Context: an optimization exercise on an open-source flow, tuned for small area and a short achievable clock period. The choices shown serve that exercise and are no tape-out recipe.
Where RTL was checked, it was by simulation tests only, not by an equivalence proof against the original.
The RTL of runs 4 to 6 was laid out without a check of its function.
Power and IR drop assume default switching activity.

## flow/run.sh

```bash
#!/bin/bash
# synth_recipe.tcl (not shown) runs the flow's synth.tcl, then flattens the netlist and writes it again
# the make line also repeats each setting of config.mk as NAME=value (left out here)
make -C /OpenROAD-flow-scripts/flow DESIGN_CONFIG=/design/flow/config.mk WORK_HOME=/design/flow/orfs CLKGATE_MAP_FILE= SYNTH_SCRIPT=/design/flow/synth_recipe.tcl finish
```

## flow/config.mk

```make
export PLATFORM = sky130hd
export DESIGN_NAME = data_mem_responder
export DESIGN_NICKNAME = data_mem_responder
export VERILOG_FILES = /design/flow/design.v
export SDC_FILE = /design/flow/constraint.sdc
export NUM_CORES = 4
export LEC_CHECK = 0
export CAP_MARGIN = 20
export CORE_MARGIN = 2
export CORE_UTILIZATION = 40
export SLEW_MARGIN = 20
```

## flow/constraint.sdc

```tcl
create_clock -name core_clock -period 6.0 [get_ports {clk}]
set_input_delay 1.2000 -clock core_clock [delete_from_list [all_inputs] [get_ports {clk}]]
set_output_delay 1.2000 -clock core_clock [all_outputs]
set_load 0.01 [all_outputs]
```

## flow/design.v

```verilog
module data_mem_responder #(
    parameter int DATA_WIDTH  = 16,
    parameter int ADDR_WIDTH  = 8,
    parameter int WAIT_STATES = 2
) (
    input  logic                  clk,
    input  logic                  reset,
    input  logic                  mem_select,
    input  logic                  mem_read,
    input  logic [ADDR_WIDTH-1:0] addr,
    input  logic [DATA_WIDTH-1:0] wdata,
    output logic [DATA_WIDTH-1:0] rdata,
    output logic                  ready,
    output logic                  addr_error
);
    typedef enum logic [1:0] {IDLE = 2'd0, WAIT = 2'd1, DONE = 2'd2} state_t;
    localparam bit ALIGN_CHECK = 1'b1;
    state_t                state;
    logic [3:0]            cnt;
    logic [ADDR_WIDTH-1:0] req_addr;
    logic                  req_read;
    logic [DATA_WIDTH-1:0] req_wdata;
    logic [DATA_WIDTH-1:0] ram [2**(ADDR_WIDTH-1)];
    logic [ADDR_WIDTH-2:0] word_idx;
    logic                  misaligned;
    logic                  access;
    assign word_idx   = req_addr[ADDR_WIDTH-1:1];
    assign misaligned = ALIGN_CHECK & req_addr[0];
    assign access     = (state == WAIT) && (cnt == 4'd0);
    always_ff @(posedge clk) begin
        if (reset && access && !req_read && !misaligned)
            ram[word_idx] <= req_wdata;
    end
    always_ff @(posedge clk) begin
        if (!reset) begin
            state      <= IDLE;
            cnt        <= 4'd0;
            req_addr   <= '0;
            req_read   <= 1'b0;
            req_wdata  <= '0;
            rdata      <= '0;
            ready      <= 1'b0;
            addr_error <= 1'b0;
        end else begin
            case (state)
                IDLE: begin
                    if (mem_select) begin
                        req_addr  <= addr;
                        req_read  <= mem_read;
                        req_wdata <= wdata;
                        cnt       <= 4'(WAIT_STATES);
                        state     <= WAIT;
                    end
                end
                WAIT: begin
                    if (cnt != 4'd0) begin
                        cnt <= cnt - 4'd1;
                    end else begin
                        if (req_read && !misaligned)
                            rdata <= ram[word_idx];
                        ready      <= 1'b1;
                        addr_error <= misaligned;
                        state      <= DONE;
                    end
                end
                DONE: begin
                    if (!mem_select) begin
                        ready      <= 1'b0;
                        addr_error <= 1'b0;
                        state      <= IDLE;
                    end
                end
                default: begin
                    ready      <= 1'b0;
                    addr_error <= 1'b0;
                    state      <= IDLE;
                end
            endcase
        end
    end
endmodule
```

==> results of run 1 <==
critical path, stage by stage (launching register included):
cell and delay (ns):
dfxtp_4 0.87, buf_12 0.38, buf_4 0.41, mux4_2 0.56, nand2_1 0.09, a31oi_1 0.30, a221oi_1 0.77, a211oi_1 0.22
o41a_1 0.46
metal layers:
metal	part of all wire [%]	vias up
met1	39	24697
met3	11	615
met5	0.0090	-
met4	5.5	4
met2	44	3166
li1	-	19063
cell usage after synthesis (50+ instances only):
library cell,number
o21ai_0,147
mux4_2,145
a221o_1,50
mux2_2,160
a21oi_1,138
mux2i_1,186
a22oi_1,88
clkbuf_1,86
buf_2,116
a221oi_1,281
nand2_1,215
edfxtp_1,2048
nor2_1,272
buf_4,72
sequential cells by signal (all words and copies together), names as in the netlist:
| name | flops |
|---|---|
| cnt | 4 |
| rdata | 16 |
| ready | 1 |
| state | 2 |
| req_wdata | 16 |
| addr_error | 1 |
| req_addr | 8 |
| ram | 2048 |
| req_read | 1 |
power by group:
part / total, uW / internal, uW / switching, uW
combinational: 2210 / 647 / 1560
sequential: 16400 / 16200 / 208
clock: 12900 / 7190 / 5740
total: 31500 / 24000 / 7510
metrics by stage:
stage	total power, uW	instances	setup slack, ns
floorplan	17850	4543	2.884
global placement	18830	7185	1.144
detailed placement	18850	7190	1.702
CTS	31600	7580	1.693
global route	32260	7580	1.689
finish	31530	7583	1.613
logic make-up (layout without fill, tap and decap cells):
kind of cell / Yosys count / count (layout) / share of synthesized area, %
DFF: 2097 / 2097 / 76.68
muxes: 496 / 496 / 8.574
xor gates and xnor gates: 2 / 2 / 0.02150
and+or+nand+nor: 600 / 600 / 3.064
adders and majority gates: 2 / 2 / 0.03071
other: 0 / 3 / 0
buffers and inverters: 334 / 699 / 2.359
AOI/OAI and AO/OA: 1012 / 1012 / 9.268
area by class of cell:
| type | instances | area share (%) |
|---|---|---|
| Sequential cell | 2097 | 67.58 |
| Multi-Input combinational cell | 2112 | 18.62 |
| Clock buffer | 271 | 6.045 |
| Tap cell | 2672 | 3.612 |
| Timing Repair Buffer | 299 | 2.813 |
| Clock inverter | 119 | 1.276 |
| Inverter | 10 | 0.05271 |
| Antenna cell | 3 | 0.008110 |
final timing paths:
| check | start | to | slack, ns |
|---|---|---|---|
| max | req_addr[1] | rdata[5] | 1.61 |
| min | addr_error | addr_error | 0.48 |
| max reg2reg | req_addr[1] | rdata[5] | 1.61 |
| min reg2reg | addr_error | addr_error | 0.48 |
cell usage in the layout (no fill, tap or decap), types with 51 or more instances in the layout:
master | synthesis | final
clkbuf_16 | 0 | 211
clkbuf_1 | 86 | 51
mux2_2 | 160 | 160
a221oi_1 | 281 | 281
nand2_1 | 215 | 215
clkinv_1 | 1 | 55
mux4_2 | 145 | 145
mux2i_1 | 186 | 186
a21oi_1 | 138 | 138
o21ai_0 | 147 | 147
buf_4 | 72 | 230
nor2_1 | 272 | 244
edfxtp_1 | 2048 | 2048
a22oi_1 | 88 | 88
==> metrics.md, run 1 <==
| Metric | Value |
|---|---|
| Largest net degree at the start of global routing | 114 |
| CTS max path bufs | 3 |
| GRT met2 Usage | 36.09% |
| Reg area | 62560 sq um |
| Register bit total from synthesis | 2097 |
| Final Hold Fails | 0 |
| Starting Density | 40.27% |
| Initial antenna violation count | 13 |
| IR drop worst, VDD | 0.3140 mV |
| Num rows | 165 |
| Remaining DRCs | 0 |
| Die footprint | 207300 sq um |
| Global routing's busiest layer | met2 |
| Fin area | 92570 sq um |
| First-pass GRT wire length | 357.9 mm |
| CTS resizes | 0 |
| Post-detail-place hpwl | 148.9 mm |
| Worst setup SP type | flop |
| CTS tree | built |
| Worst Hold Class | flop to flop |
| Cells after Synth | 4543 |
| WHS | 0.4833 ns |
| GRT overflow | 0 |
| Hold_buf cts | 0 |
| H-tree depth | 4 |
| Hold depth | 2 |
| Dpl cell area | 85780 sq um |
| Area leader, netlist | edfxtp_1 |
| Relative slew slack | 12.77% |
| Pwr dens | 340.6 nW/um^2 |
| Static Leak | 0.02925 uW |
| Share of cells above drive strength 1 | 18.93% |
| Post-Route WL | 256.1 mm |
| Post-route ant nets | 0 |
| Crit. End Element | flop |
| Net Count, Synth | 4573 |
| WP data arrival | 5.13 ns |
| Gp weighted congestion | 0.9252 |
| R2R depth | 8 |
| TritonCTS Buffers | 211 |
| Post-synth top flop | edfxtp_1 |
| Multi-input logic area | 17230 sq um |
| Via Count | 47545 |
| Max_cap viols | 0 |
| Distinct cells, synth | 83 |
| Layout Area Growth over Synthesis | 13.61% |
| RSZ-0062 raised after global routing | no |
| Synthesis Warnings | 1 |
| Routed WL per cell | 33.77 um |
| Die Ht | 455.3 um |
| Met1 usage | 34.13% |
| Min Tclk post-route | 4.387 ns |
| Layout Nets | 4761 |
| Fillers | 17121 |
| Worst-Margin Slew | 1.292 ns |
| I/O Buffers | 45 |
| Ranking of synthesized cells by area | edfxtp_1 (75%), mux4_2 (4.0%), a221oi_1 (3.0%) |
| Fmax | 227.9 MHz |
| DRT Pass-1 Iters | 6 |
| Max Transition Viols Final | 0 |
| Setup bufs post-CTS | 0 |
| Chip width | 455.3 um |
| Status | complete, no violations |
| Skew-Pair Late Insertion Delay | 0.89 ns |
| Worst Setup Path Type | flop to flop |
| Clk root buf | clkbuf_16 |
| Met3 usage in global routing | 5.375% |
| Crit-path max FO | 51 |
| Mapped Area | 81480 sq um |
| Vias in the first global route | 45168 |
| Setup_tns | 0 ns |
| Asr flop ratio synth | 0% |
| Sink Count | 2097 |
| Num ports | 46 |
| Clk_skew | 0.06612 ns |
| Final setup viols | 0 |
| Via density | 6.270 |
| DR iter-0 viols | 8027 |
| Core Area | 202300 sq um |
| Final Util | 45.75% |
| Sequential fraction of the synthesis area | 76.68% |
| Post-synth top area share | 75.48% |
| Required time of the critical path | 6.75 ns |
| Number of flops mapped to enable cells by yosys | 2048 |
| All-Layer GR Usage | 24.40% |
| Synthesized area per cell | 17.93 sq um |
| Final cycle utilization of the critical path | 73.12% |
| Reg clk slew, reported paths | 0.06 ns |
==> run 2, diff against run 1 <==
==> flow/design.v (replaced) <==
module data_mem_responder #(
    parameter int DATA_WIDTH  = 16,
    parameter int ADDR_WIDTH  = 8,
    parameter int WAIT_STATES = 2
) (
    input  logic                  clk,
    input  logic                  reset,
    input  logic                  mem_select,
    input  logic                  mem_read,
    input  logic [ADDR_WIDTH-1:0] addr,
    input  logic [DATA_WIDTH-1:0] wdata,
    output logic [DATA_WIDTH-1:0] rdata,
    output logic                  ready,
    output logic                  addr_error
);
    localparam bit ALIGN_CHECK = 1'b1;
    localparam int NWORDS = 2**(ADDR_WIDTH-1);
    logic [WAIT_STATES:0]  busy;
    logic                  idle;
    logic                  misaligned;
    logic [ADDR_WIDTH-2:0] word_idx;
    logic                  wr_en;
    assign idle       = ~(|busy) & ~ready;
    assign misaligned = ALIGN_CHECK & addr[0];
    assign word_idx   = addr[ADDR_WIDTH-1:1];
    assign wr_en      = busy[0] & reset & ~mem_read & ~misaligned;
    always_ff @(posedge clk) begin
        if (!reset) begin
            busy       <= '0;
            ready      <= 1'b0;
            addr_error <= 1'b0;
        end else begin
            busy       <= {busy[WAIT_STATES-1:0], mem_select & idle};
            ready      <= busy[WAIT_STATES] | (ready & mem_select);
            addr_error <= busy[WAIT_STATES] ? misaligned : (addr_error & mem_select);
        end
    end
    logic [DATA_WIDTH-1:0] ram [NWORDS];
    logic [NWORDS-1:0]     word_we;
    always_comb begin
        for (int w = 0; w < NWORDS; w++)
            word_we[w] = wr_en && (word_idx == (ADDR_WIDTH-1)'(w));
    end
    for (genvar w = 0; w < NWORDS; w++) begin : g_word
        always_ff @(posedge clk) begin
            if (word_we[w])
                ram[w] <= wdata;
        end
    end
    logic [NWORDS-1:0] rd_sel;
    always_comb begin
        for (int w = 0; w < NWORDS; w++)
            rd_sel[w] = (word_idx == (ADDR_WIDTH-1)'(w));
    end
    logic [DATA_WIDTH-1:0] rd_word;
    for (genvar b = 0; b < DATA_WIDTH; b++) begin : g_rbit
        logic [NWORDS-1:0] col;
        for (genvar w = 0; w < NWORDS; w++) begin : g_col
            assign col[w] = ram[w][b];
        end
        dmem_rd_bit u_rd (.sel(rd_sel), .d(col), .y(rd_word[b]));
    end
    always_ff @(posedge clk) begin
        rdata <= rd_word;
    end
endmodule
module dmem_rd_bit (
    input  logic [127:0] sel,
    input  logic [127:0] d,
    output logic         y
);
    logic [42:0] t_n;    
    logic [10:0] u;      
    logic [2:0]  v_n;    
    for (genvar k = 0; k < 42; k++) begin : g_t
        dmem_aoi222 u_t (.a0(sel[3*k]), .b0(d[3*k]), .a1(sel[3*k+1]), .b1(d[3*k+1]),
                         .a2(sel[3*k+2]), .b2(d[3*k+2]), .y(t_n[k]));
    end
    dmem_aoi22 u_t42 (.a0(sel[126]), .b0(d[126]), .a1(sel[127]), .b1(d[127]), .y(t_n[42]));
    for (genvar k = 0; k < 10; k++) begin : g_u
        dmem_nand4 u_u (.a(t_n[4*k]), .b(t_n[4*k+1]), .c(t_n[4*k+2]), .d(t_n[4*k+3]), .y(u[k]));
    end
    dmem_nand3 u_u10 (.a(t_n[40]), .b(t_n[41]), .c(t_n[42]), .y(u[10]));
    dmem_nor4 u_v0 (.a(u[0]), .b(u[1]), .c(u[2]), .d(u[3]), .y(v_n[0]));
    dmem_nor4 u_v1 (.a(u[4]), .b(u[5]), .c(u[6]), .d(u[7]), .y(v_n[1]));
    dmem_nor3 u_v2 (.a(u[8]), .b(u[9]), .c(u[10]), .y(v_n[2]));
    dmem_nand3 u_y (.a(v_n[0]), .b(v_n[1]), .c(v_n[2]), .y(y));
endmodule
module dmem_aoi222 (
    input  logic a0, b0, a1, b1, a2, b2,
    output logic y
);
    assign y = ~((a0 & b0) | (a1 & b1) | (a2 & b2));
endmodule
module dmem_aoi22 (
    input  logic a0, b0, a1, b1,
    output logic y
);
    assign y = ~((a0 & b0) | (a1 & b1));
endmodule
module dmem_nand4 (
    input  logic a, b, c, d,
    output logic y
);
    assign y = ~(a & b & c & d);
endmodule
module dmem_nand3 (
    input  logic a, b, c,
    output logic y
);
    assign y = ~(a & b & c);
endmodule
module dmem_nor4 (
    input  logic a, b, c, d,
    output logic y
);
    assign y = ~(a | b | c | d);
endmodule
module dmem_nor3 (
    input  logic a, b, c,
    output logic y
);
    assign y = ~(a | b | c);
endmodule
--- a/flow/config.mk
+++ b/flow/config.mk
@@ -7,5 +7,9 @@
 export LEC_CHECK = 0
 export CAP_MARGIN = 20
 export CORE_MARGIN = 2
-export CORE_UTILIZATION = 40
+export CORE_UTILIZATION = 60
+export PLACE_DENSITY = 0.7
+export SETUP_SLACK_MARGIN = 3.5
 export SLEW_MARGIN = 20
+export SYNTH_HIERARCHICAL = 1
+export SYNTH_MINIMUM_KEEP_SIZE = 0
==> run 2 against run 1 <==
Against the previous run: flip-flop and latch count down 28; first-iteration DRC count up 28%; clock-buffer cell count down 15; setup slack better by 1.1 ns; maximum frequency up 33%; register-to-register slack better by 1.9 ns; cell area down 3.6%; global-route usage up 10 points; cell count down 23%.
==> metrics.md, run 2 <==
| Metric | Value |
|---|---|
| Layout Area Growth over Synthesis | 23.33% |
| Fmax | 304.1 MHz (+33%) |
| WHS | 0.4213 ns (-0.06197 ns) |
| Chip width | 351.3 um (-23%) |
| Starting Density | 60.40% (+20 points) |
| Clk_skew | 0.02809 ns (-0.03803 ns) |
| Final Util | 74.49% (+29 points) |
| GRT overflow | 0 (unchanged) |
| Core Area | 119800 sq um (-41%) |
| Die Ht | 351.3 um (-23%) |
| Layout Nets | 4075 (-14%) |
| Max reg flops | 2048 (unchanged) |
| Placed cells | 5056 (-30%) |
| Global routing's busiest layer | met2 |
| Skew-Pair Late Insertion Delay | 0.82 ns (-0.07 ns) |
| TritonCTS Buffers | 191 (-9.5%) |
| Slowest stage delay, CP | 0.62 ns (-0.25 ns) |
| Num ports | 46 (unchanged) |
| Ranking of synthesized cells by area | edfxtp_1 (85%), a222oi_1 (9.3%), nand4_1 (1.4%) |
| Met1 usage | 47.87% (+14 points) |
| Worst Setup Path Type | input pin to flop |
| Clk pwr share | 41.0% (about the same) |
| Crit path top cell by count | buf_16 |
| Initial antenna violation count | 4 (-9) |
| Post-detail-place hpwl | 117.9 mm (-21%) |
| Cell internal pwr | 22900 uW (-4.6%) |
| Fin area | 89240 sq um (-3.6%) |
| Remaining DRCs | 0 (unchanged) |
| Gp weighted congestion | 0.8918 (-3.6%) |
| All-Layer GR Usage | 34.74% (+10 points) |
| FF-to-FF setup slack | 3.49 ns (+1.88 ns) |
| Hold_buf cts | 0 (unchanged) |
| Die footprint | 123400 sq um (-40%) |
| Crit-path max FO | 16 (-69%) |
| Switching share of power | 20.21% (-3.6 points) |
| Worst R2R Start | ram[27][10] |
| Number of flops mapped to enable cells by yosys | 2048 (unchanged) |
| IR drop worst, VDD | 0.3647 mV (+16%) |
| Crit. End Element | flop |
| Most frequent cells in the layout | edfxtp_1 (2048), a222oi_1 (672), buf_4 (324) |
| Required time of the critical path | 6.65 ns (-0.10 ns) |
| Post-route ant nets | 0 (unchanged) |
| Mapped Area | 72360 sq um (-11%) |
| Max Transition Viols Final | 0 (unchanged) |
| Largest regs | ram: 2048 flops, rdata: 16 flops, busy: 3 flops |
| RSZ-0062 raised after global routing | yes |
| Relative slew slack | 24.77% (+12 points) |
| Worst Hold Class | flop to flop |
| FF-to-FF End | rdata[10] |
| DR iter-0 viols | 10271 (+28%) |
| Worst-Margin Slew | 1.128 ns (-0.1631 ns) |
| Instance count on the critical path | 10 (+2) |
| Largest net degree at the start of global routing | 95 (-17%) |
| Num rows | 127 (-23%) |
| CTS tree | built |
| Pwr dens | 321.6 nW/um^2 (-5.6%) |
| CP Cell Sequence | buf_16 > nand3b_1 > buf_12 > buf_16 > buf_8 > nor2_4 > a222oi_1 > nand4_1 > nor4_4 > nand3_1 |
| Worst setup SP type | input pin |
| Comb power frac | 3.3% (-3.7 points) |
| Setup_tns | 0 ns (unchanged) |
| Reg clk slew, reported paths | 0.06 ns (about the same) |
| Sink Count | 2069 (-1.3%) |
| H-tree depth | 4 (unchanged) |
| Met3 usage in global routing | 8.572% (+3.2 points) |
| Top-count cell post-synth | edfxtp_1 |
| GRT met2 Usage | 52.46% (+16 points) |
| R2R depth | 4 (-4) |
| Post-synth top flop | edfxtp_1 |
| Sequential fraction of the synthesis area | 85.57% (+8.9 points) |
| CP endpoint | rdata[12] |
| Clk root buf | clkbuf_16 |
| Status | complete, no violations |
| CTS max path bufs | 3 (unchanged) |
| Slowest stage cell, crit path | a222oi_1 |
| Top post-synthesis cells by count | edfxtp_1 (2048), a222oi_1 (672), nand4_1 (161), nor2_1 (128), nor3_1 (123) |
| Min Tclk post-route | 3.289 ns (-1.098 ns) |
| Share of cells above drive strength 1 | 27.78% (+8.9 points) |
| Synthesis Warnings | 8 (+7) |
| Vias in the first global route | 40756 (-9.8%) |
| Distinct cells, synth | 29 (-65%) |
| First-pass GRT wire length | 299.5 mm (-16%) |
| Via Count | 43547 (-8.4%) |
| CP Buf/Inv Count | 4 (+2) |
| DRT Pass-1 Iters | 11 (+5) |
| Switching power | 5802 uW (-23%) |
| Asr flop ratio synth | 0% (unchanged) |
| Routed WL per cell | 37.14 um (+10%) |
| Final cycle utilization of the critical path | 54.81% (-18 points) |
| Synthesized area per cell | 21.54 sq um (+20%) |
| Net Count, Synth | 3388 (-26%) |
| Final Hold Fails | 0 (unchanged) |
| I/O Buffers | 45 (unchanged) |
| Via density | 7.486 (+19%) |
| WP data arrival | 3.93 ns (-1.20 ns) |
| Cell family contributing the most delay on the critical path | simple AND/OR/NAND/NOR gates |
| Sequential share of power | 55.7% (+3.7 points) |
| Cells after Synth | 3360 (-26%) |
| Final setup viols | 0 (unchanged) |
| Biggest register | ram |
| Non-filler cells, final | 5817 (-23%) |
| Area leader, netlist | edfxtp_1 |
| Setup crit start | addr[6] |
| Post-Route WL | 216.1 mm (-16%) |
| Dpl cell area | 77030 sq um (-10%) |
| Most common cell after layout, fill and taps aside | edfxtp_1 |
| Register bit total from synthesis | 2069 (-1.3%) |
| Max_cap viols | 0 (unchanged) |
| Post-synth top area share | 84.99% (+9.5 points) |
| Static Leak | 0.02905 uW (-0.70%) |
[run 2: per-layer routing]
metal  up-vias  part of all wire (%)  routed length (um)
li1      17128                     -                   -
met1     22054                    34               73560
met2      3813                    46               99770
met3       546                    14               30580
met4         6                   5.6               12110
met5         -                 0.019                  40
[run 2: worst min path at each step]
stage | from | end | slack [ns] | cells after the start
after floorplan | busy[1] | busy[0] | 0.39 | 1
after global placement | busy[1] | busy[0] | 0.40 | 1
after detailed placement | busy[1] | busy[0] | 0.41 | 1
after CTS | busy[1] | busy[0] | 0.42 | 1
after global routing | busy[1] | busy[0] | 0.44 | 1
final | busy[1] | busy[0] | 0.42 | 1
[run 2: what timing repair did]
item / CTS / global route
buffers inserted: 326 / 61
gates resized for setup: 365 / 52
gates cloned: 18 / 4
pin swaps: 278 / 115
setup endpoints to repair: 2082 / 104
[run 2: final cells by class]
class                      instances  area, sq um
antenna                            1        2.502
fill                            6339        30570
sequential                      2069        61980
clock inverter                    94        842.1
clock buffer                     256         5201
tap                             1612         2017
multi-input combinational       1223        12500
timing repair buffer             562         6703
[run 2: through the flow]
step	setup WS, ns	power, uW
floorplan	2.952	16460
global placement	0.6732	16960
detailed placement	0.5783	16980
CTS	3.015	28680
global route	2.750	29300
finish	2.711	28710
[run 2: Yosys stat by module, one instance, submodules excluded, excerpt]
module	flip-flops and latches	cell area, sq um	copies in the design
data_mem_responder	2069	63710	1
dmem_aoi22	0	12.51	16
dmem_aoi222	0	10.01	672
dmem_nand3	0	5.005	32
dmem_nand4	0	6.256	160
dmem_nor3	0	10.01	16
dmem_nor4	0	12.51	32
[run 2: power groups by stage]
stage               registers [uW]  clock network, uW  logic [uW]
finish                       16000              11800         951
global route                 16000              12400         962
CTS                          16000              11800         880
detailed placement           16300                  0         718
global placement             16300                  0         695
floorplan                    16200                  0         225
[run 2: logic make-up (layout without fill, tap and decap cells)]
kind of cell | Yosys count | in the layout | share of synthesized area (%)
other cells | 0 | 1 | 0
simple gates | 528 | 533 | 4.376
flops | 2069 | 2069 | 85.57
compound gates | 690 | 690 | 9.589
buf+inv | 73 | 912 | 0.4668
==> run 3, diff against run 2 <==
--- a/flow/config.mk
+++ b/flow/config.mk
@@ -7,9 +7,7 @@
 export LEC_CHECK = 0
 export CAP_MARGIN = 20
 export CORE_MARGIN = 2
-export CORE_UTILIZATION = 60
-export PLACE_DENSITY = 0.7
-export SETUP_SLACK_MARGIN = 3.5
+export CORE_UTILIZATION = 40
 export SLEW_MARGIN = 20
 export SYNTH_HIERARCHICAL = 1
 export SYNTH_MINIMUM_KEEP_SIZE = 0
==> run 3 against run 2 <==
Against the previous run: register-to-register slack got worse by 0.41 ns; critical endpoint is now rdata[2]; largest cell class unchanged; combinational power down 25%; non-clock buffer count fell by 211; cell count grew 9.7%; die area grew 49%; largest power group unchanged; sequential power barely moved; utilization fell by 27 points; cell area fell by 4.6%; flip-flop and latch count stayed put; clock-buffer cell count down 13; critical path depth fell by 1.
==> metrics.md, run 3 <==
| Metric | Value |
|---|---|
| Switching power | 5994 uW (+3.3%) |
| Worst setup margin | 1.522 ns (-1.190 ns) |
| Synthesis Warnings | 8 (unchanged) |
| Largest net degree at the start of global routing | 86 (-9.5%) |
| H-tree depth | 4 (unchanged) |
| Sink Count | 2069 (unchanged) |
| Static Leak | 0.02596 uW (-11%) |
| Hold_buf cts | 0 (unchanged) |
| Non-filler cells, final | 6384 (+9.7%) |
| Reg clk slew, reported paths | 0.06 ns (about the same) |
| Required time of the critical path | 6.69 ns (+0.04 ns) |
| Crit-path max FO | 16 (unchanged) |
| Sequential share of power | 54.7% (-1.0 points) |
| IR drop worst, VDD | 0.3234 mV (-11%) |
| Most common cell after layout, fill and taps aside | edfxtp_1 |
| Biggest register | ram |
| Multi-input logic area | 10810 sq um (-14%) |
| Worst R2R Start | busy[0] |
| Top post-synthesis cells by count | edfxtp_1 (2048), a222oi_1 (672), nand4_1 (161), nor2_1 (128), nor3_1 (123) |
| Slowest stage cell, crit path | clkdlybuf4s50_1 |
| First-pass GRT wire length | 284.5 mm (-5.0%) |
| Starting Density | 40.17% (-20 points) |
| Pwr dens | 342.8 nW/um^2 (+6.6%) |
| Setup bufs post-CTS | 0 (-100%) |
| Status | complete, no violations |
| Hold endpoint | busy[0] |
| Clk_skew | 0.04998 ns (+0.02189 ns) |
| CTS max path bufs | 3 (unchanged) |
| Cells after Synth | 3360 (unchanged) |
| Sequential fraction of the synthesis area | 85.57% (unchanged) |
| Setup_tns | 0 ns (unchanged) |
| Worst-Margin Slew | 1.191 ns (+0.06289 ns) |
| Via density | 6.289 (-16%) |
| Ranking of synthesized cells by area | edfxtp_1 (85%), a222oi_1 (9.3%), nand4_1 (1.4%) |
| Post-detail-place hpwl | 124.4 mm (+5.4%) |
| Share of cells above drive strength 1 | 20.91% (-6.9 points) |
| Synthesized area per cell | 21.54 sq um (unchanged) |
| Post-synth top area share | 84.99% (unchanged) |
| Fillers | 14709 (+130%) |
| Net Count, Synth | 3388 (unchanged) |
| Min Tclk post-route | 4.479 ns (+1.190 ns) |
| Post-synth top flop | edfxtp_1 |
| Layout Nets | 3867 (-5.1%) |
| Via Count | 40150 (-7.8%) |
| Hold depth | 1 (unchanged) |
| Number of flops mapped to enable cells by yosys | 2048 (unchanged) |
| Post-route ant nets | 0 (unchanged) |
| Placed cells | 6008 (+19%) |
| Chip width | 429.3 um (+22%) |
| Post-Route WL | 202.7 mm (-6.2%) |
| Hold Startpoint | busy[1] |
| Mapped Area | 72360 sq um (unchanged) |
| Reg area | 61920 sq um (about the same) |
| Num rows | 156 (+23%) |
| Fmax | 223.3 MHz (-27%) |
| Final Hold Fails | 0 (unchanged) |
| Asr flop ratio synth | 0% (unchanged) |
| Relative slew slack | 20.58% (-4.2 points) |
| DRT Pass-1 Iters | 9 (-2) |
| Initial antenna violation count | 4 (unchanged) |
| Remaining DRCs | 0 (unchanged) |
| Num ports | 46 (unchanged) |
| R2R depth | 4 (unchanged) |
| Max Transition Viols Final | 0 (unchanged) |
| WP data arrival | 5.16 ns (+1.23 ns) |
| CTS tree | built |
| Area leader, netlist | edfxtp_1 |
| Layout Area Growth over Synthesis | 17.65% |
| TritonCTS Buffers | 199 (+4.2%) |
| Comb power frac | 2.4% (-0.9 points) |
| Worst setup SP type | input pin |
| WHS | 0.4208 ns (-0.0005270 ns) |
| Register bit total from synthesis | 2069 (unchanged) |
| Worst Setup Path Type | input pin to flop |
| Final cycle utilization of the critical path | 74.64% (+20 points) |
| Max reg flops | 2048 (unchanged) |
| All-Layer GR Usage | 21.40% (-13 points) |
| Gp weighted congestion | 0.8810 (-1.2%) |
| FF-to-FF End | ram[70][4] |
| Most frequent cells in the layout | edfxtp_1 (2048), a222oi_1 (672), buf_4 (306) |
| Vias in the first global route | 37726 (-7.4%) |
| FF-to-FF setup slack | 3.08 ns (-0.41 ns) |
| Crit path top cell by count | buf_4 |
| Worst Hold Class | flop to flop |
| Die Ht | 429.3 um (+22%) |
| Switching share of power | 20.54% (+0.33 points) |
| Core Area | 180200 sq um (+50%) |
| Crit. End Element | flop |
| Slowest stage delay, CP | 0.86 ns (+0.24 ns) |
| CTS resizes | 0 (-100%) |
| Cell internal pwr | 23190 uW (+1.2%) |
| Routed WL per cell | 31.75 um (-15%) |
| Distinct cells, synth | 29 (unchanged) |
| I/O Buffers | 45 (unchanged) |
| Clk root buf | clkbuf_16 |
| DR iter-0 viols | 7784 (-24%) |
| Max_cap viols | 0 (unchanged) |
| Skew-Pair Late Insertion Delay | 0.84 ns (+0.02 ns) |
| Clk pwr share | 42.8% (+1.8 points) |
| Top-count cell post-synth | edfxtp_1 |
| Final setup viols | 0 (unchanged) |
| Largest regs | ram: 2048 flops, rdata: 16 flops, busy: 3 flops |
| RSZ-0062 raised after global routing | no |
| Setup WS pre-CTS | 0.7662 ns (+0.1879 ns) |
| CP Cell Sequence | clkdlybuf4s50_1 > nand4bb_2 > buf_4 > nor2_1 > buf_4 > a222oi_1 > nand4_1 > nor3_2 > nand3_1 |
| GRT overflow | 0 (unchanged) |
| Die footprint | 184300 sq um (+49%) |
run 3: cell counts after synthesis:
Identical to the previous run, type by type.
run 3: Yosys stat by module, one instance, submodules excluded, excerpt:
module | cells | cell area [sq um]
dmem_nand4 | 1 | 6.256
dmem_aoi222 | 1 | 10.01
dmem_nor4 | 1 | 12.51
dmem_aoi22 | 1 | 12.51
data_mem_responder | 2432 | 63710
dmem_nand3 | 1 | 5.005
dmem_nor3 | 1 | 10.01
run 3: kinds of logic after synthesis:
group                  after synthesis  share of synthesized area (%)
AO/OA/AOI/OAI                      690                          9.589
buffers and inverters               73                         0.4668
flip-flops                        2069                          85.57
AND/OR/NAND/NOR                    528                          4.376
run 3: metrics by stage:
step | area (sq um) | utilization [%] | power, uW
after floorplan | 72360 | - | 16390
after global placement | 78490 | 43.57 | 16990
after detailed placement | 78520 | 43.58 | 17000
after CTS | 85110 | 47.24 | 29350
after global routing | 85130 | 47.25 | 29910
final | 85130 | 47.25 | 29180
run 3: cell type report:
type                            count  area share [%]
Clock buffer                      243           6.165
Timing Repair Buffer              351           3.333
Multi-Input combinational cell   1218           12.70
Antenna cell                        2        0.005879
Sequential cell                  2069           72.73
Tap cell                         2370           3.483
Clock inverter                    131           1.577
run 3: critical path, delay by kind of cell:
family,cells,cell delay (ns)
and+or+nand+nor,5,2.06
buffers and inverters,3,1.43
AOI/OAI and AO/OA,1,0.43
run 3: worst max-delay path by stage:
stage	to	from	slack (ns)
after floorplan	ram[17][0]	addr[2]	2.38
after global placement	rdata[8]	addr[2]	0.74
after detailed placement	rdata[2]	addr[4]	0.77
after CTS	rdata[2]	addr[4]	1.64
after global routing	rdata[2]	addr[4]	1.53
final	rdata[2]	addr[4]	1.52
run 3: routing by layer:
layer / track usage, % / share of wire (%) / vias to the layer above
met2: 33.64 / 47 / 2390
met5: 0 / 0.0064 / -
met3: 3.815 / 10 / 286
met4: 6.534 / 3.1 / 2
li1: - / - / 16621
met1: 30.52 / 40 / 20851
run 3: power groups by stage:
stage	Clock [uW]	Sequential [uW]	Combinational (uW)
2_1_floorplan	0	16200	158
3_3_place_gp	0	16300	707
3_5_place_dp	0	16300	717
4_1_cts	12700	16000	718
5_1_grt	13200	16000	742
6_report	12500	16000	714
==> run 4, diff against run 3 <==
--- a/flow/design.v
+++ b/flow/design.v
@@ -17,13 +17,7 @@
     localparam int NWORDS = 2**(ADDR_WIDTH-1);
     logic [WAIT_STATES:0]  busy;
     logic                  idle;
-    logic                  misaligned;
-    logic [ADDR_WIDTH-2:0] word_idx;
-    logic                  wr_en;
-    assign idle       = ~(|busy) & ~ready;
-    assign misaligned = ALIGN_CHECK & addr[0];
-    assign word_idx   = addr[ADDR_WIDTH-1:1];
-    assign wr_en      = busy[0] & reset & ~mem_read & ~misaligned;
+    assign idle = ~(|busy) & ~ready;
     always_ff @(posedge clk) begin
         if (!reset) begin
             busy       <= '0;
@@ -32,25 +26,30 @@
         end else begin
             busy       <= {busy[WAIT_STATES-1:0], mem_select & idle};
             ready      <= busy[WAIT_STATES] | (ready & mem_select);
-            addr_error <= busy[WAIT_STATES] ? misaligned : (addr_error & mem_select);
+            addr_error <= busy[WAIT_STATES] ? (ALIGN_CHECK & addr[0])
+                                            : (addr_error & mem_select);
         end
     end
+    logic [15:0] lo_nq;      
+    logic [7:0]  hi_nq;      
+    logic        wr_q;       
+    always_ff @(posedge clk) begin
+        for (int i = 0; i < 16; i++) lo_nq[i] <= (addr[4:1] != 4'(i));
+        for (int j = 0; j < 8; j++)  hi_nq[j] <= (addr[7:5] != 3'(j));
+        wr_q <= ~mem_read & ~(ALIGN_CHECK & addr[0]);
+    end
     logic [DATA_WIDTH-1:0] ram [NWORDS];
+    logic [7:0]            wr_hi_n;
     logic [NWORDS-1:0]     word_we;
-    always_comb begin
-        for (int w = 0; w < NWORDS; w++)
-            word_we[w] = wr_en && (word_idx == (ADDR_WIDTH-1)'(w));
-    end
+    logic [NWORDS-1:0]     rd_sel;
+    assign wr_hi_n = hi_nq | ~{8{busy[1] & wr_q & reset}};
     for (genvar w = 0; w < NWORDS; w++) begin : g_word
+        assign word_we[w] = ~(lo_nq[w % 16] | wr_hi_n[w / 16]);
+        assign rd_sel[w]  = ~(lo_nq[w % 16] | hi_nq[w / 16]);
         always_ff @(posedge clk) begin
             if (word_we[w])
                 ram[w] <= wdata;
         end
-    end
-    logic [NWORDS-1:0] rd_sel;
-    always_comb begin
-        for (int w = 0; w < NWORDS; w++)
-            rd_sel[w] = (word_idx == (ADDR_WIDTH-1)'(w));
     end
     logic [DATA_WIDTH-1:0] rd_word;
     for (genvar b = 0; b < DATA_WIDTH; b++) begin : g_rbit
--- a/flow/config.mk
+++ b/flow/config.mk
@@ -7,7 +7,11 @@
 export LEC_CHECK = 0
 export CAP_MARGIN = 20
 export CORE_MARGIN = 2
-export CORE_UTILIZATION = 40
+export CORE_UTILIZATION = 60
+export CTS_CLUSTER_DIAMETER = 150
+export CTS_CLUSTER_SIZE = 24
+export PLACE_DENSITY = 0.7
+export SETUP_SLACK_MARGIN = 3.0
 export SLEW_MARGIN = 20
 export SYNTH_HIERARCHICAL = 1
 export SYNTH_MINIMUM_KEEP_SIZE = 0
==> run 4 against run 3 <==
Against the previous run: sequential share of layout area up 5.5 points; synthesized cell count up 0.86%; worst hold slack better by 0.060 ns; via count up 1.4%; first-iteration DRC count up 35%; highest routed layer unchanged; critical path type is now flop to flop; clock power down about 40%; total power down 17%; still clean on timing, DRC and antenna; largest power group unchanged; flip-flop and latch count up 25; sequential power about the same; clock skew down 0.0065 ns; global-route usage up 11 points; cell count down 16%.
==> metrics.md, run 4 <==
| Metric | Value |
|---|---|
| Multi-input logic area | 10440 sq um (-3.4%) |
| CP Cell Sequence | buf_6 > nor2_1 > buf_4 > a222oi_1 > nand4_1 > nor4_4 > nand3_1 |
| Remaining DRCs | 0 (unchanged) |
| Max Transition Viols Final | 0 (unchanged) |
| Worst Setup Path Type | flop to flop |
| Largest regs | ram: 2048 flops, lo_nq: 16 flops, rdata: 16 flops |
| Min Tclk post-route | 3.101 ns (-1.377 ns) |
| Die Ht | 352.0 um (-18%) |
| Chip width | 352.0 um (-18%) |
| Layout Area Growth over Synthesis | 9.901% |
| Ranking of synthesized cells by area | edfxtp_1 (85%), a222oi_1 (9.3%), nand4_1 (1.4%) |
| Hold_buf cts | 0 (unchanged) |
| Initial antenna violation count | 7 (+3) |
| Most common cell after layout, fill and taps aside | edfxtp_1 |
| Pwr dens | 304.2 nW/um^2 (-11%) |
| Synthesis Warnings | 8 (unchanged) |
| Switching power | 4881 uW (-19%) |
| Clk pwr share | 30.7% (-12 points) |
| Final setup viols | 0 (unchanged) |
| CTS tree | built |
| Post-route ant nets | 0 (unchanged) |
| Area leader, netlist | edfxtp_1 |
| Via density | 7.559 (+20%) |
| CTS max path bufs | 3 (unchanged) |
| Routed WL per cell | 38.21 um (+20%) |
| Required time of the critical path | 6.60 ns (-0.09 ns) |
| Post-Route WL | 205.9 mm (+1.6%) |
| Clk_skew | 0.04343 ns (-0.006547 ns) |
| Num ports | 46 (unchanged) |
| Clk root buf | clkbuf_16 |
| Largest net degree at the start of global routing | 71 (-17%) |
| Skew-Pair Late Insertion Delay | 0.73 ns (-0.11 ns) |
| DR iter-0 viols | 10514 (+35%) |
| Final Hold Fails | 0 (unchanged) |
| Crit. End Element | flop |
| Status | complete, no violations |
| Global routing's busiest layer | met2 |
| Switching share of power | 20.09% (-0.45 points) |
| Reg area | 62490 sq um (+0.93%) |
| Crit-path max FO | 9 (-7) |
| GRT met2 Usage | 49.06% (+15 points) |
| Die footprint | 123900 sq um (-33%) |
| RSZ-0062 raised after global routing | yes |
| Setup_tns | 0 ns (unchanged) |
| Non-filler cells, final | 5388 (-16%) |
| Gp weighted congestion | 0.9663 (+9.7%) |
| Met3 usage in global routing | 8.446% (+4.6 points) |
| Worst-Margin Slew | 1.189 ns (-0.001839 ns) |
| TritonCTS Buffers | 97 (-51%) |
| H-tree depth | 3 (-1) |
| All-Layer GR Usage | 32.67% (+11 points) |
| DRT Pass-1 Iters | 12 (+3) |
| GRT overflow | 0 (unchanged) |
| Asr flop ratio synth | 0% (unchanged) |
| Final Util | 66.57% (+19 points) |
| Comb power frac | 2.9% (+0.5 points) |
| Number of flops mapped to enable cells by yosys | 2048 (unchanged) |
| Slowest stage delay, CP | 0.62 ns (-0.24 ns) |
| Register bit total from synthesis | 2094 (+1.2%) |
| Most frequent cells in the layout | edfxtp_1 (2048), a222oi_1 (672), buf_4 (230) |
| Worst Hold Class | flop to flop |
| WP data arrival | 3.70 ns (-1.46 ns) |
| First-pass GRT wire length | 285.9 mm (+0.51%) |
| I/O Buffers | 45 (unchanged) |
| Top-count cell post-synth | edfxtp_1 |
| Vias in the first global route | 37984 (+0.68%) |
| Max_cap viols | 0 (unchanged) |
| Via Count | 40729 (+1.4%) |
| Fmax | 322.4 MHz (+44%) |
| Max reg flops | 2048 (unchanged) |
| Post-synth top area share | 84.63% (-0.36 points) |
| Static Leak | 0.02393 uW (-7.8%) |
| Slowest stage cell, crit path | a222oi_1 |
| Mapped Area | 72670 sq um (+0.43%) |
| Share of cells above drive strength 1 | 14.18% (-6.7 points) |
| Cell internal pwr | 19420 uW (-16%) |
| Fillers | 7627 (-48%) |
| Top post-synthesis cells by count | edfxtp_1 (2048), a222oi_1 (672), nor2_1 (259), nand4_1 (161), dfxtp_1 (46) |
| Net Count, Synth | 3417 (+0.86%) |
| Num rows | 127 (-19%) |
| Distinct cells, synth | 30 (+3.4%) |
| Sink Count | 2094 (+1.2%) |
| CP Buf/Inv Count | 2 (-1) |
| Relative slew slack | 20.41% (-0.17 points) |
| Met1 usage | 47.18% (+17 points) |
| Post-synth top flop | edfxtp_1 |
| Starting Density | 60.57% (+20 points) |
| Reg clk slew, reported paths | 0.09 ns (+0.03 ns) |
| Sequential fraction of the synthesis area | 85.89% (+0.32 points) |
| IR drop worst, VDD | 0.3030 mV (-6.3%) |
| Cell family contributing the most delay on the critical path | simple AND/OR/NAND/NOR gates |
| Worst setup SP type | flop |
| Layout Nets | 3735 (-3.4%) |
| Sequential share of power | 66.4% (+12 points) |
| Final cycle utilization of the critical path | 51.69% (-23 points) |
| Core Area | 120000 sq um (-33%) |
| Post-detail-place hpwl | 130.1 mm (+4.6%) |
| Cells after Synth | 3389 (+0.86%) |
| Placed cells | 5213 (-13%) |
| Synthesized area per cell | 21.44 sq um (-0.43%) |
| Biggest register | ram |
run 4: cell count changes after synthesis, sizes merged, moves of 4 or more:
cell / before / now
dfxtp: 21 / 46
nor3: 145 / 17
clkbuf: 45 / 22
nand3b: 4 / 10
nor2: 128 / 259
nand2b: 0 / 15
or4b: 4 / 0
nor2b: 1 / 5
nand3: 33 / 40
nand4bb: 8 / 0
nand2: 1 / 12
buf: 28 / 23
run 4: power by group through the flow:
stage	Combinational, uW	Sequential [uW]	Clock, uW
2_1_floorplan	145	16400	0
3_3_place_gp	645	16500	0
3_5_place_dp	669	16500	0
4_1_cts	682	16100	7510
5_1_grt	711	16100	7980
6_report	704	16100	7450
run 4: what timing repair did:
item                       4_1_cts  5_1_grt
resized for setup               62       21
setup endpoints to repair      627       97
pin swaps                       19       15
buffers inserted                 0        1
run 4: kinds of logic (layout without fill, tap and decap cells):
kind of cell	count (synthesis)	count (layout)	share of synthesized area, %
other	0	4	0
DFF	2094	2094	85.89
and+or+nand+nor	561	561	4.282
AOI/OAI and AO/OA	689	689	9.538
buffers and inverters	45	428	0.2875
run 4: through the flow:
step	setup WS, ns	area [sq um]	total power (uW)	hold slack (ns)
floorplan	3.157	72680	16550	0.4307
global placement	1.898	76450	17110	0.4414
detailed placement	1.773	76540	17130	0.4458
CTS	3.002	79590	24330	0.4827
global route	2.890	79860	24830	0.5012
finish	2.899	79870	24300	0.4807
run 4: per-module statistics from Yosys, one instance, submodules excluded, a selection:
module | flip-flops and latches | cells inside
dmem_aoi22 | 0 | 1
dmem_nand3 | 0 | 1
dmem_nand4 | 0 | 1
data_mem_responder | 2094 | 2461
dmem_aoi222 | 0 | 1
dmem_nor4 | 0 | 1
dmem_nor3 | 0 | 1
run 4: area by class of cell:
| cell class | count | share of cell area (%) |
|---|---|---|
| Sequential cell | 2094 | 78.25 |
| Multi-Input combinational cell | 1250 | 13.07 |
| Clock buffer | 162 | 3.504 |
| Timing Repair Buffer | 264 | 2.601 |
| Tap cell | 1612 | 2.525 |
| Clock inverter | 2 | 0.03603 |
| Antenna cell | 4 | 0.01253 |
run 4: metal layers:
layer / share of wire, % / vias up
met5: 0.0034 / -
met2: 45 / 3473
met3: 15 / 339
met1: 36 / 20750
li1: - / 16165
met4: 3.7 / 2
run 4: worst paths after layout:
kind	startpoint	to	slack, ns	depth (start not counted)
worst max-delay path	lo_nq[5]	rdata[8]	2.90	7
worst min-delay path	busy[0]	busy[1]	0.48	1
worst max register to register	lo_nq[5]	rdata[8]	2.90	7
worst min register to register	busy[0]	busy[1]	0.48	1
==> run 5, diff against run 4 <==
--- a/flow/config.mk
+++ b/flow/config.mk
@@ -11,7 +11,7 @@
 export CTS_CLUSTER_DIAMETER = 150
 export CTS_CLUSTER_SIZE = 24
 export PLACE_DENSITY = 0.7
-export SETUP_SLACK_MARGIN = 3.0
+export SETUP_SLACK_MARGIN = 3.5
 export SLEW_MARGIN = 20
 export SYNTH_HIERARCHICAL = 1
 export SYNTH_MINIMUM_KEEP_SIZE = 0
==> run 5 against run 4 <==
Against the previous run: still clean; synthesized cell count unchanged; via count up 0.60%; global-route usage grew 0.44 points; cell count is 1.6% higher; first-iteration DRC count shrank 5.6%; cell area rose by 3.1%; die area did not move; non-clock buffer count up 89; flip-flop and latch count unchanged; largest power group unchanged; highest routed layer unchanged.
==> metrics.md, run 5 <==
| Metric | Value |
|---|---|
| Compound-Gate Fraction of Synth Area | 9.538% (unchanged) |
| Sink Count | 2094 (unchanged) |
| Synthesized area per cell | 21.44 sq um (unchanged) |
| Worst-Margin Slew | 1.178 ns (-0.01146 ns) |
| All-Layer GR Usage | 33.11% (+0.44 points) |
| Cells after Synth | 3389 (unchanged) |
| Slowest stage cell, crit path | a222oi_1 |
| Distinct cells, synth | 30 (unchanged) |
| CTS max path bufs | 3 (unchanged) |
| Num ports | 46 (unchanged) |
| Setup_tns | 0 ns (unchanged) |
| Status | complete, no violations |
| Clk_skew | 0.03587 ns (-0.007556 ns) |
| Setup WS pre-CTS | 1.913 ns (+0.1398 ns) |
| Post-synth top area share | 84.63% (unchanged) |
| Core Area | 120000 sq um (unchanged) |
| CP Buf/Inv Count | 2 (unchanged) |
| Worst R2R Start | hi_nq[3] |
| H-tree depth | 3 (unchanged) |
| Starting Density | 60.57% (unchanged) |
| Fmax | 333.4 MHz (+3.4%) |
| Worst Setup Path Type | flop to flop |
| Synth Area in Adders | 0% (unchanged) |
| Required time of the critical path | 6.57 ns (-0.03 ns) |
| Worst setup SP type | flop |
| FF-to-FF End | rdata[8] |
| Final cycle utilization of the critical path | 49.99% (-1.7 points) |
| Vias in the first global route | 38305 (+0.85%) |
| Main combinational cell family by area after synthesis | compound AO/OA/AOI/OAI gates |
| Mux cell area share after synthesis | 0% (unchanged) |
| Most common cell after layout, fill and taps aside | edfxtp_1 |
| Layout Nets | 3824 (+2.4%) |
| Skew-Pair Late Insertion Delay | 0.73 ns (about the same) |
| Crit-path max FO | 16 (+7) |
| CP Cell Sequence | buf_12 > buf_4 > nor2_4 > a222oi_1 > nand4_1 > nor4_4 > nand3_1 |
| Post-synth top flop | edfxtp_1 |
| Die footprint | 123900 sq um (unchanged) |
| Max reg flops | 2048 (unchanged) |
| Gp weighted congestion | 0.9367 (-3.1%) |
| Share of cells above drive strength 1 | 19.54% (+5.4 points) |
| Synthesis Warnings | 8 (unchanged) |
| Routed WL per cell | 38.34 um (+0.33%) |
| Simple-gate share of the synthesized area | 4.282% (unchanged) |
| Reg clk slew, reported paths | 0.10 ns (about the same) |
| FF-to-FF setup slack | 3.00 ns (+0.10 ns) |
| GRT overflow | 0 (unchanged) |
| Min Tclk post-route | 2.999 ns (-0.1022 ns) |
| Initial antenna violation count | 11 (+4) |
| Pwr dens | 296.1 nW/um^2 (-2.7%) |
| Remaining DRCs | 0 (unchanged) |
| Post-Route WL | 209.8 mm (+1.9%) |
| Post-route ant nets | 0 (unchanged) |
| Static Leak | 0.02471 uW (+3.3%) |
| R2R depth | 7 (unchanged) |
| Worst setup margin | 3.001 ns (+0.1022 ns) |
| Ranking of synthesized cells by area | edfxtp_1 (85%), a222oi_1 (9.3%), nand4_1 (1.4%) |
| Top post-synthesis cells by count | edfxtp_1 (2048), a222oi_1 (672), nor2_1 (259), nand4_1 (161), dfxtp_1 (46) |
| Top-count cell post-synth | edfxtp_1 |
| Die Ht | 352.0 um (unchanged) |
| Post-detail-place hpwl | 129.3 mm (-0.61%) |
| Largest regs | ram: 2048 flops, lo_nq: 16 flops, rdata: 16 flops |
| WP data arrival | 3.57 ns (-0.13 ns) |
| Layout Area Growth over Synthesis | 13.31% |
| CTS tree | built |
| Asr flop ratio synth | 0% (unchanged) |
| Final setup viols | 0 (unchanged) |
| Worst Hold Class | flop to flop |
| DRT Pass-1 Iters | 12 (unchanged) |
| Mapped Area | 72670 sq um (unchanged) |
| Via density | 7.487 (-0.96%) |
| TritonCTS Buffers | 97 (unchanged) |
| Relative slew slack | 21.47% (+1.1 points) |
| Largest net degree at the start of global routing | 84 (+18%) |
| Hold Startpoint | busy[0] |
| Hold_buf cts | 0 (unchanged) |
| Slowest stage delay, CP | 0.72 ns (+0.10 ns) |
| XOR/XNOR Fraction of Synth Area | 0% (unchanged) |
| Crit. End Element | flop |
| Num rows | 127 (unchanged) |
| Register bit total from synthesis | 2094 (unchanged) |
| Net Count, Synth | 3417 (unchanged) |
| I/O Buffers | 45 (unchanged) |
| Number of flops mapped to enable cells by yosys | 2048 (unchanged) |
| IR drop worst, VDD | 0.2806 mV (-7.4%) |
| Setup crit start | hi_nq[3] |
| Fillers | 7237 (-5.1%) |
| Sequential fraction of the synthesis area | 85.89% (unchanged) |
| First-pass GRT wire length | 288.2 mm (+0.81%) |
| Max_cap viols | 0 (unchanged) |
| Via Count | 40974 (+0.60%) |
| RSZ-0062 raised after global routing | yes |
| Area leader, netlist | edfxtp_1 |
| Overall power | 24380 uW (+0.33%) |
| CP endpoint | rdata[8] |
| DR iter-0 viols | 9930 (-5.6%) |
| Biggest register | ram |
| Chip width | 352.0 um (unchanged) |
| Final Hold Fails | 0 (unchanged) |
| Max Transition Viols Final | 0 (unchanged) |
| Instance count on the critical path | 7 (unchanged) |
| Most frequent cells in the layout | edfxtp_1 (2048), a222oi_1 (672), buf_4 (230) |
| Cell family contributing the most delay on the critical path | simple AND/OR/NAND/NOR gates |
| Clk root buf | clkbuf_16 |
==> run 5: cell count changes in the layout (fill, tap and decap cells not counted), moves of 7 or more <==
cell	previous run	this run
buf_12	0	64
dfxtp_4	14	35
nor2_4	4	109
nor3_2	15	7
clkdlybuf4s50_1	28	10
buf_6	4	40
dfxtp_2	17	3
nor2_1	168	67
dfxtp_1	15	8
nor3_4	2	10
==> run 5: through the flow <==
stage / hold WS [ns] / utilization, % / cells / instance area [sq um]
floorplan: 0.4307 / - / 3389 / 73250
global placement: 0.4518 / 63.63 / 5111 / 76340
detailed placement: 0.4684 / 63.67 / 5113 / 76390
CTS: 0.4719 / 67.97 / 5405 / 81550
global route: 0.4917 / 68.63 / 5471 / 82340
finish: 0.4703 / 68.64 / 5473 / 82350
==> run 5: per-layer routing <==
| metal | part of all wire (%) | vias up | GRT usage [%] |
|---|---|---|---|
| met5 | 0.028 | - | 0 |
| met4 | 5.4 | 10 | 15.24 |
| li1 | - | 16365 | - |
| met1 | 33 | 20792 | 44.90 |
| met2 | 47 | 3353 | 51.27 |
| met3 | 14 | 454 | 8.311 |
==> run 5: worst min path at each step <==
stage	end	cells past startpoint
floorplan	busy[1]	1
finish	busy[1]	1
global placement	busy[1]	1
detailed placement	busy[1]	1
CTS	busy[1]	1
global route	busy[1]	1
==> run 5: worst register-to-register path: stages (launching register included) <==
cell,delay [ns]
dfxtp_4,0.38
buf_12,0.13
buf_4,0.13
nor2_4,0.08
a222oi_1,0.72
nand4_1,0.49
nor4_4,0.68
nand3_1,0.23
==> run 5: power by group <==
| part | leakage (uW) | internal, uW | switching (uW) |
|---|---|---|---|
| Combinational | 0.00459 | 193 | 585 |
| Clock | 0.00133 | 3160 | 4250 |
| Sequential | 0.0188 | 16100 | 132 |
==> run 5: kinds of logic (layout without fill, tap and decap cells) <==
family,Yosys count,in the layout
AOI/OAI and AO/OA,689,689
buffers and inverters,45,515
DFF,2094,2094
other,0,2
and+or+nand+nor,561,561
==> run 5: layout make-up <==
class	count	area, sq um	area share [%]
Multi-Input combinational cell	1250	11310	13.73
Timing Repair Buffer	353	3676	4.464
Sequential cell	2094	62560	75.97
Clock buffer	159	2745	3.334
Clock inverter	3	37.54	0.04558
Tap cell	1612	2017	2.449
Antenna cell	2	5.005	0.006078
==> run 5: Yosys stat by module (local to each module, per instance), a selection <==
| module | area, sq um | copies in the design | flops+latches |
|---|---|---|---|
| dmem_nor4 | 12.51 | 32 | 0 |
| dmem_aoi22 | 12.51 | 16 | 0 |
| data_mem_responder | 64020 | 1 | 2094 |
| dmem_nand4 | 6.256 | 160 | 0 |
| dmem_nand3 | 5.005 | 32 | 0 |
| dmem_nor3 | 10.01 | 16 | 0 |
==> run 5: timing repair <==
item | 4_1_cts | 5_1_grt
hold endpoints to repair | 0 | 0
resized for setup | 300 | 26
cloned | 0 | 1
pin swaps | 138 | 66
endpoints found under the setup margin | 1855 | 303
buffers inserted | 130 | 58
==> run 6, diff against run 5 <==
--- a/flow/design.v
+++ b/flow/design.v
@@ -43,12 +43,18 @@
     logic [NWORDS-1:0]     word_we;
     logic [NWORDS-1:0]     rd_sel;
     assign wr_hi_n = hi_nq | ~{8{busy[1] & wr_q & reset}};
+    logic [NWORDS-1:0]     word_keep;
     for (genvar w = 0; w < NWORDS; w++) begin : g_word
-        assign word_we[w] = ~(lo_nq[w % 16] | wr_hi_n[w / 16]);
-        assign rd_sel[w]  = ~(lo_nq[w % 16] | hi_nq[w / 16]);
+        logic [DATA_WIDTH-1:0] nxt;
+        assign word_we[w]   = ~(lo_nq[w % 16] | wr_hi_n[w / 16]);
+        assign word_keep[w] = ~word_we[w];
+        assign rd_sel[w]    = ~(lo_nq[w % 16] | hi_nq[w / 16]);
+        for (genvar b = 0; b < DATA_WIDTH; b++) begin : g_bit
+            dmem_ao22 u_nxt (.a0(ram[w][b]), .b0(word_keep[w]), .a1(wdata[b]), .b1(word_we[w]),
+                             .y(nxt[b]));
+        end
         always_ff @(posedge clk) begin
-            if (word_we[w])
-                ram[w] <= wdata;
+            ram[w] <= nxt;
         end
     end
     logic [DATA_WIDTH-1:0] rd_word;
@@ -121,3 +127,9 @@
 );
     assign y = ~(a | b | c);
 endmodule
+module dmem_ao22 (
+    input  logic a0, b0, a1, b1,
+    output logic y
+);
+    assign y = (a0 & b0) | (a1 & b1);
+endmodule
--- a/flow/config.mk
+++ b/flow/config.mk
@@ -11,7 +11,7 @@
 export CTS_CLUSTER_DIAMETER = 150
 export CTS_CLUSTER_SIZE = 24
 export PLACE_DENSITY = 0.7
-export SETUP_SLACK_MARGIN = 3.5
+export SETUP_SLACK_MARGIN = 3.0
 export SLEW_MARGIN = 20
 export SYNTH_HIERARCHICAL = 1
 export SYNTH_MINIMUM_KEEP_SIZE = 0
==> run 6 against run 5 <==
Against the previous run: total power is 2.5% lower; cell count increased by 37%; still clean on timing, DRC and antenna; clock skew fell by 0.010 ns; sequential power down 7%; flip-flop and latch count did not move; highest routed layer unchanged; clock power is essentially flat; via count grew 45%; critical endpoint is now rdata[11]; register-to-register slack lost 0.23 ns; utilization decreased by 1.6 points; largest cell class unchanged; combinational power increased by about 80%.
==> metrics.md, run 6 <==
| Metric | Value |
|---|---|
| Mapped Area | 70910 sq um (-2.4%) |
| Worst Setup Path Type | flop to flop |
| Remaining DRCs | 0 (unchanged) |
| Vias in the first global route | 54229 (+42%) |
| GRT overflow | 0 (unchanged) |
| Most common cell after layout, fill and taps aside | dfxtp_1 |
| Layout Nets | 6006 (+57%) |
| Net Count, Synth | 5632 (+65%) |
| Chip width | 347.8 um (-1.2%) |
| Core Area | 117600 sq um (-2.0%) |
| Reg area | 42000 sq um (-33%) |
| All-Layer GR Usage | 41.18% (+8.1 points) |
| Post-synth top flop | dfxtp_1 |
| Fmax | 309.5 MHz (-7.2%) |
| Final Hold Fails | 0 (unchanged) |
| Final cycle utilization of the critical path | 53.85% (+3.9 points) |
| DRT Pass-1 Iters | 10 (-2) |
| Dpl cell area | 74700 sq um (-2.2%) |
| CTS tree | built |
| Most frequent cells in the layout | dfxtp_1 (2070), a22o_1 (2048), a222oi_1 (672) |
| Final setup viols | 0 (unchanged) |
| Starting Density | 60.29% (-0.28 points) |
| Synthesized area per cell | 12.65 sq um (-41%) |
| Max Transition Viols Final | 0 (unchanged) |
| FF-to-FF setup slack | 2.77 ns (-0.23 ns) |
| Clk root buf | clkbuf_16 |
| Crit-path max FO | 16 (unchanged) |
| Top-count cell post-synth | dfxtp_1 |
| Worst Hold Class | flop to flop |
| FF-to-FF End | rdata[11] |
| Number of flops mapped to enable cells by yosys | 0 (-100%) |
| Hold_buf cts | 0 (unchanged) |
| Reg clk slew, reported paths | 0.10 ns (about the same) |
| Largest net degree at the start of global routing | 93 (+11%) |
| IR drop worst, VDD | 0.2774 mV (-1.2%) |
| WP data arrival | 3.81 ns (+0.24 ns) |
| Clk_skew | 0.02585 ns (-0.01003 ns) |
| Placed cells | 7334 (+43%) |
| Cells after Synth | 5604 (+65%) |
| Pwr dens | 301.8 nW/um^2 (+1.9%) |
| Max reg flops | 2048 (unchanged) |
| Worst setup SP type | flop |
| Layout Area Growth over Synthesis | 11.14% |
| Worst-Margin Slew | 1.320 ns (+0.1415 ns) |
| Setup WS pre-CTS | 1.545 ns (-0.3672 ns) |
| Synthesis Warnings | 9 (+1) |
| Fin area | 78800 sq um (-4.3%) |
| Die footprint | 120900 sq um (-2.4%) |
| Biggest register | ram |
| Post-detail-place hpwl | 159.8 mm (+24%) |
| Post-route ant nets | 0 (unchanged) |
| DR iter-0 viols | 10525 (+6.0%) |
| Largest regs | ram: 2048 flops, lo_nq: 16 flops, rdata: 16 flops |
| Num ports | 46 (unchanged) |
| Non-filler cells, final | 7525 (+37%) |
| Register bit total from synthesis | 2094 (unchanged) |
| Sink Count | 2094 (unchanged) |
| Gp weighted congestion | 0.9375 (about the same) |
| Skew-Pair Late Insertion Delay | 0.75 ns (+0.02 ns) |
| RSZ-0062 raised after global routing | yes |
| Worst setup margin | 2.769 ns (-0.2319 ns) |
| Via density | 7.898 (+5.5%) |
| Min Tclk post-route | 3.231 ns (+0.2319 ns) |
| Area leader, netlist | dfxtp_1 |
| Hold Startpoint | busy[0] |
| H-tree depth | 3 (unchanged) |
| Multi-input logic area | 29360 sq um (+160%) |
| Required time of the critical path | 6.57 ns (about the same) |
| First-pass GRT wire length | 376.6 mm (+31%) |
| Static Leak | 0.02979 uW (+21%) |
| Hold endpoint | busy[1] |
| Routed WL per cell | 34.76 um (-9.3%) |
| Status | complete, no violations |
| CTS max path bufs | 3 (unchanged) |
| Asr flop ratio synth | 0% (unchanged) |
| Sequential fraction of the synthesis area | 59.12% (-27 points) |
| Hold depth | 1 (unchanged) |
| Fillers | 8834 (+22%) |
| Via Count | 59435 (+45%) |
| Setup_tns | 0 ns (unchanged) |
| Max_cap viols | 0 (unchanged) |
| Top post-synthesis cells by count | dfxtp_1 (2094), a22o_1 (2048), a222oi_1 (672), nor2_1 (260), nand4_1 (161) |
| Post-synth top area share | 59.12% (-26 points) |
| Die Ht | 347.8 um (-1.2%) |
| Num rows | 126 (-0.79%) |
| Post-Route WL | 261.5 mm (+25%) |
| Worst R2R Start | lo_nq[6] |
| R2R depth | 8 (+1) |
| I/O Buffers | 45 (unchanged) |
| Distinct cells, synth | 31 (+3.3%) |
| Relative slew slack | 12.03% (-9.4 points) |
| Crit. End Element | flop |
| Ranking of synthesized cells by area | dfxtp_1 (59%), a22o_1 (25%), a222oi_1 (9.5%) |
| TritonCTS Buffers | 97 (unchanged) |
| Share of cells above drive strength 1 | 10.76% (-8.8 points) |
| Initial antenna violation count | 5 (-6) |
-- run 6: worst max path at each step --
stage                          from     endpoint  slack, ns  cells after the start
after floorplan               reset  ram[100][0]       3.65                      4
after global placement        reset  ram[126][9]       1.57                      5
after detailed placement      reset  ram[94][14]       1.55                      5
after CTS                 lo_nq[14]    rdata[10]       2.91                      5
after global routing       lo_nq[6]     rdata[4]       2.84                      8
final                      lo_nq[6]    rdata[11]       2.77                      8
-- run 6: what timing repair did --
action / 4_1_cts / 5_1_grt
setup endpoints to repair: 2066 / 422
buffers inserted: 33 / 47
gates resized for setup: 140 / 55
pin swaps: 57 / 55
-- run 6: worst max-delay path, stage by stage, from the launching register on --
cell and delay, ns:
dfxtp_4 0.46, buf_4 0.15, buf_6 0.10, nor2_1 0.05, buf_6 0.15, a222oi_1 0.72
nand4_1 0.50, nor4_4 0.70, nand3_2 0.22
-- run 6: power breakdown --
group / internal, uW / switching (uW) / leakage [uW]
Clock: 3020 / 4400 / 0.00126
Sequential: 14600 / 395 / 0.0174
Combinational: 673 / 727 / 0.0111
-- run 6: cell type report --
class / instances / area share, %
clock buffer: 101 / 3.207
timing repair buffer: 337 / 3.728
sequential: 2094 / 53.30
clock inverter: 3 / 0.04763
antenna: 6 / 0.01905
multi-input combinational: 3448 / 37.26
tap: 1536 / 2.439
-- run 6: cell families (layout without fill, tap and decap cells) --
kind of cell | after synthesis | after routing | synth area share (%)
AOI/OAI and AO/OA | 2737 | 2737 | 35.07
and+or+nand+nor | 711 | 711 | 5.361
buffers and inverters | 62 | 441 | 0.4464
other | 0 | 6 | 0
DFF | 2094 | 2094 | 59.12
-- run 6: metal layers --
layer	vias up	routed length [um]	global-route usage (%)
met5	-	90	0.4002
met4	6	14110	18.89
met3	568	31700	9.896
met2	4012	111000	59.13
met1	29881	104700	58.47
li1	24968	-	-
-- run 6: per-stage QoR --
step	hold WS [ns]	total power [uW]	utilization, %
after floorplan	0.4307	15870	-
after global placement	0.4442	16510	63.31
after detailed placement	0.4581	16560	63.51
after CTS	0.4810	23680	66.43
after global routing	0.5011	24380	66.99
final	0.4874	23780	67.01
-- run 6: per-module statistics from Yosys, one instance, submodules excluded, a selection --
module | cell area (sq um) | copies in the design
data_mem_responder | 44320 | 1
dmem_nor4 | 12.51 | 32
dmem_nand3 | 5.005 | 32
dmem_nand4 | 6.256 | 160
dmem_aoi222 | 10.01 | 672
dmem_nor3 | 10.01 | 16
dmem_ao22 | 8.758 | 2048
dmem_aoi22 | 12.51 | 16

-- re-timing with driven ports --
How much do the figures lean on ideal ports? The routed layouts below were timed once more, with nothing changed but the port constraints. Step 1: set_driving_cell puts a clkbuf_16 on clk and a buf_2 on each other input, an assumption about the parent block. Step 2 adds t to the input delays and takes it off the output delays; t is the mean of the earliest and latest rising clock arrival at the registers after step 1. Input paths then give back, and output paths get back, about the clock's delay inside the block. Three values: no drivers, after step 1, after step 2; two values: the first two.
run | shift t [ns] | setup slack, ns | worst setup path at the end | latest minus earliest clock arrival (ns)
run 1 | 0.936 | 1.613 / 1.613 / 1.613 | register to register | 0.072 / 0.071
run 2 | 0.879 | 2.711 / 2.611 / 1.731 | input to register | 0.029 / 0.029
run 3 | 0.895 | 1.522 / 1.579 / 0.684 | input to register | 0.057 / 0.057
run 4 | 0.790 | 2.899 / 2.899 / 2.183 | input to register | 0.047 / 0.047
run 5 | 0.793 | 3.001 / 3.001 / 2.840 | input to register | 0.041 / 0.041
run 6 | 0.816 | 2.769 / 2.769 / 2.048 | input to register | 0.029 / 0.029
After both steps setup and hold are still met in every run listed. For run 2, which loses most, drivers alone change the setup slack by -0.100 ns; drivers and shift together by -0.980 ns.
